From an optimization exercise on the open Yosys and OpenROAD flow, aimed at small area; shortcuts taken in it are not production practice.
Function was checked by simulation only, so behaviour that the tests miss may differ from the original.
Power and IR drop assume default switching activity.

== the reference run ==
## hls_status_monitor_top
module hls_status_monitor_top (
    input  logic        clock,
    input  logic        reset,
    input  logic        finish,
    input  logic        clear,
    input  logic [9:0]  ap_start,
    input  logic [9:0]  ap_ready,
    input  logic [9:0]  ap_done,
    input  logic [9:0]  ap_continue,
    input  logic        rd_en,
    input  logic [3:0]  rd_ch,
    input  logic [2:0]  rd_sel,
    output logic        rd_valid,
    output logic [15:0] rd_data,
    output logic        active,
    output logic [9:0]  ovf
);
Size in the first run: about 80 I/O pins, roughly 50000 µm² of cells after synthesis.
export LEC_CHECK = 0
export CAP_MARGIN = 20
export CORE_MARGIN = 2
export CORE_UTILIZATION = 65
export GPL_TIMING_DRIVEN = 0
export SETUP_SLACK_MARGIN = 0.3
export SLEW_MARGIN = 20
export SYNTH_HIERARCHICAL = 1
export SYNTH_MINIMUM_KEEP_SIZE = 0
create_clock -name core_clock -period 6.0 [get_ports {clock}]
standard.sh (not shown) runs the stock make flow with config.mk's settings and CLKGATE_MAP_FILE= SYNTH_SCRIPT=/design/flow/synth_recipe.tcl, a recipe that flattens the netlist after the stock synthesis.
==> flow/flow/run.sh <==
#!/bin/bash
set -o pipefail
bash standard.sh \
  "CTS_ARGS=-sink_clustering_enable -repair_clock_nets -dont_use_dummy_load -sink_clustering_size 25 -sink_clustering_max_diameter 90" \
  "BUFFER_PORTS_ARGS=-buffer_cell sky130_fd_sc_hd__buf_2" \
  finish > flow_make.log 2>&1
The reference run: PASS, flow complete, no timing, DRC or antenna violations
Setup changes, the reference run to the trial run
Settings: CORE_UTILIZATION now 70, was 65.
Findings:
Going from the reference run to the trial run, multi-input logic portion of the cell area barely changed; sequential share of layout area was more or less identical; power per cell area ~0 delta.
Delta (the trial run minus the reference run): peak per-stage delay on the critical path went down by 0.09 ns; wire length on met2 lost 380 µm; final weighted congestion of routability-driven global placement rose about 1.3%.

========
## run 1
Another version of the RTL of hls_status_monitor_top (not shown whole).
Size in the first run: ~5300 cells after synthesis, about 980 flip-flops, ~80 I/O pins.
==> flow/config.mk <==
export PLATFORM = sky130hd
export DESIGN_NAME = hls_status_monitor_top
export DESIGN_NICKNAME = hls_status_monitor_top
export VERILOG_FILES = /design/flow/design.v
export SDC_FILE = /design/flow/constraint.sdc
export NUM_CORES = 4
export LEC_CHECK = 0
export CAP_MARGIN = 20
export CORE_MARGIN = 2
export CORE_UTILIZATION = 55
export GPL_TIMING_DRIVEN = 0
export SETUP_SLACK_MARGIN = 0.3
export SLEW_MARGIN = 20
export SYNTH_HIERARCHICAL = 1
export SYNTH_MINIMUM_KEEP_SIZE = 0
==> flow/constraint.sdc <==
create_clock -name core_clock -period 6.0 [get_ports {clock}]
set_input_delay 1.2000 -clock core_clock [delete_from_list [all_inputs] [get_ports {clock}]]
set_output_delay 1.2000 -clock core_clock [all_outputs]
set_load 0.01 [all_outputs]
Scripts as last shown in full above: flow/flow/run.sh
Run 1 did not stop at any stage, and its layout met the timing, design-rule and antenna checks.
Edits applied to the flow inputs when going from run 1 to run 2:
-- flow/flow/run.sh --
<<< run 1, line 6
>>> run 2, line 6
  "RECOVER_POWER=50" \
Notes after the runs:
- STATUS run=run 2 STAGES=ALL_DONE FINAL_CHECKS=FAILED CAUSE=max-capacitance violations, max-slew violations
- Compared run 2 against run 1; count of non-CTS inverters in the layout within noise.
- [diff] worst vdd rail ir drop, run 2 relative to run 1: improvement
- The area of all placed cells without fillers on run 2 is in line with that on run 1.
- Run 1 and run 2 ended up with roughly the same via count.
- Of the two values seen for slowest stage cell on the critical path, a222oi_1 was produced by run 2 and nor2_1 by run 1.

========
Starting RTL as in the previous note.
Settings: LEC_CHECK=0, CAP_MARGIN=20, CORE_MARGIN=2, CORE_UTILIZATION=65, CTS_CLUSTER_DIAMETER=90, CTS_CLUSTER_SIZE=25, GPL_TIMING_DRIVEN=0, SETUP_SLACK_MARGIN=0.3, SLEW_MARGIN=20, SYNTH_HIERARCHICAL=1, SYNTH_MINIMUM_KEEP_SIZE=0; clock period 6.0 ns.
run.sh (not shown) runs the stock make flow with config.mk's settings and CLKGATE_MAP_FILE= SYNTH_SCRIPT=/design/flow/synth_recipe.tcl, a recipe that flattens the netlist after the stock synthesis.
Stock flow here: none of the scripts above is used.
The starting point completed without violations.
Edit:
CORE_UTILIZATION = 55   (was 65)
What happened: Die area climbs by 18%. Final area grows by 0.86%. Worst hold slack loses 0.14 ns.
Edit:
CTS_CLUSTER_DIAMETER = 100   (was 90)
CTS_CLUSTER_SIZE = 30   (was 25)
SETUP_SLACK_MARGIN = unset   (was 0.3)
The changed run finished but fails on setup timing.
Power went down slightly.
Sequential share of layout area is about the same.
Maximum frequency is lower by a few percent.

-- re-timing with driven ports --
In the flow no input, the clock included, has a driving cell. The finished layouts below were timed again as built, in two steps. Step 1 (the two cells are an assumption about what drives the block):
set clk [get_ports {clock}]
set_driving_cell -lib_cell sky130_fd_sc_hd__clkbuf_16 $clk
set_driving_cell -lib_cell sky130_fd_sc_hd__buf_2 [delete_from_list [all_inputs] $clk]
Step 2 times the ports against the registers' clock, not the clock port: input delays grow and output delays shrink by t, the midpoint of the rising clock arrivals with the driver on. Slacks: ideal / step 1 / step 2; pairs: ideal / step 1.
run	t (ns)	setup WS [ns]	worst setup path at the end
the reference run	0.701	0.081 / 0.117 / -0.584	input to register
the trial run	0.693	0.191 / 0.221 / -0.471	input to register
run 1	0.707	0.252 / 0.201 / -0.506	input to register
run 2	0.705	0.214 / 0.156 / -0.549	input to register
the first run of note 3	0.708	0.196 / 0.214 / -0.494	input to register
the second run of note 3	0.734	0.279 / 0.322 / -0.413	input to register
the third run of note 3	0.720	-0.113 / -0.069 / -0.789	input to register
For run 2, which loses most, drivers alone change the setup slack by -0.058 ns; drivers and shift together by -0.763 ns.
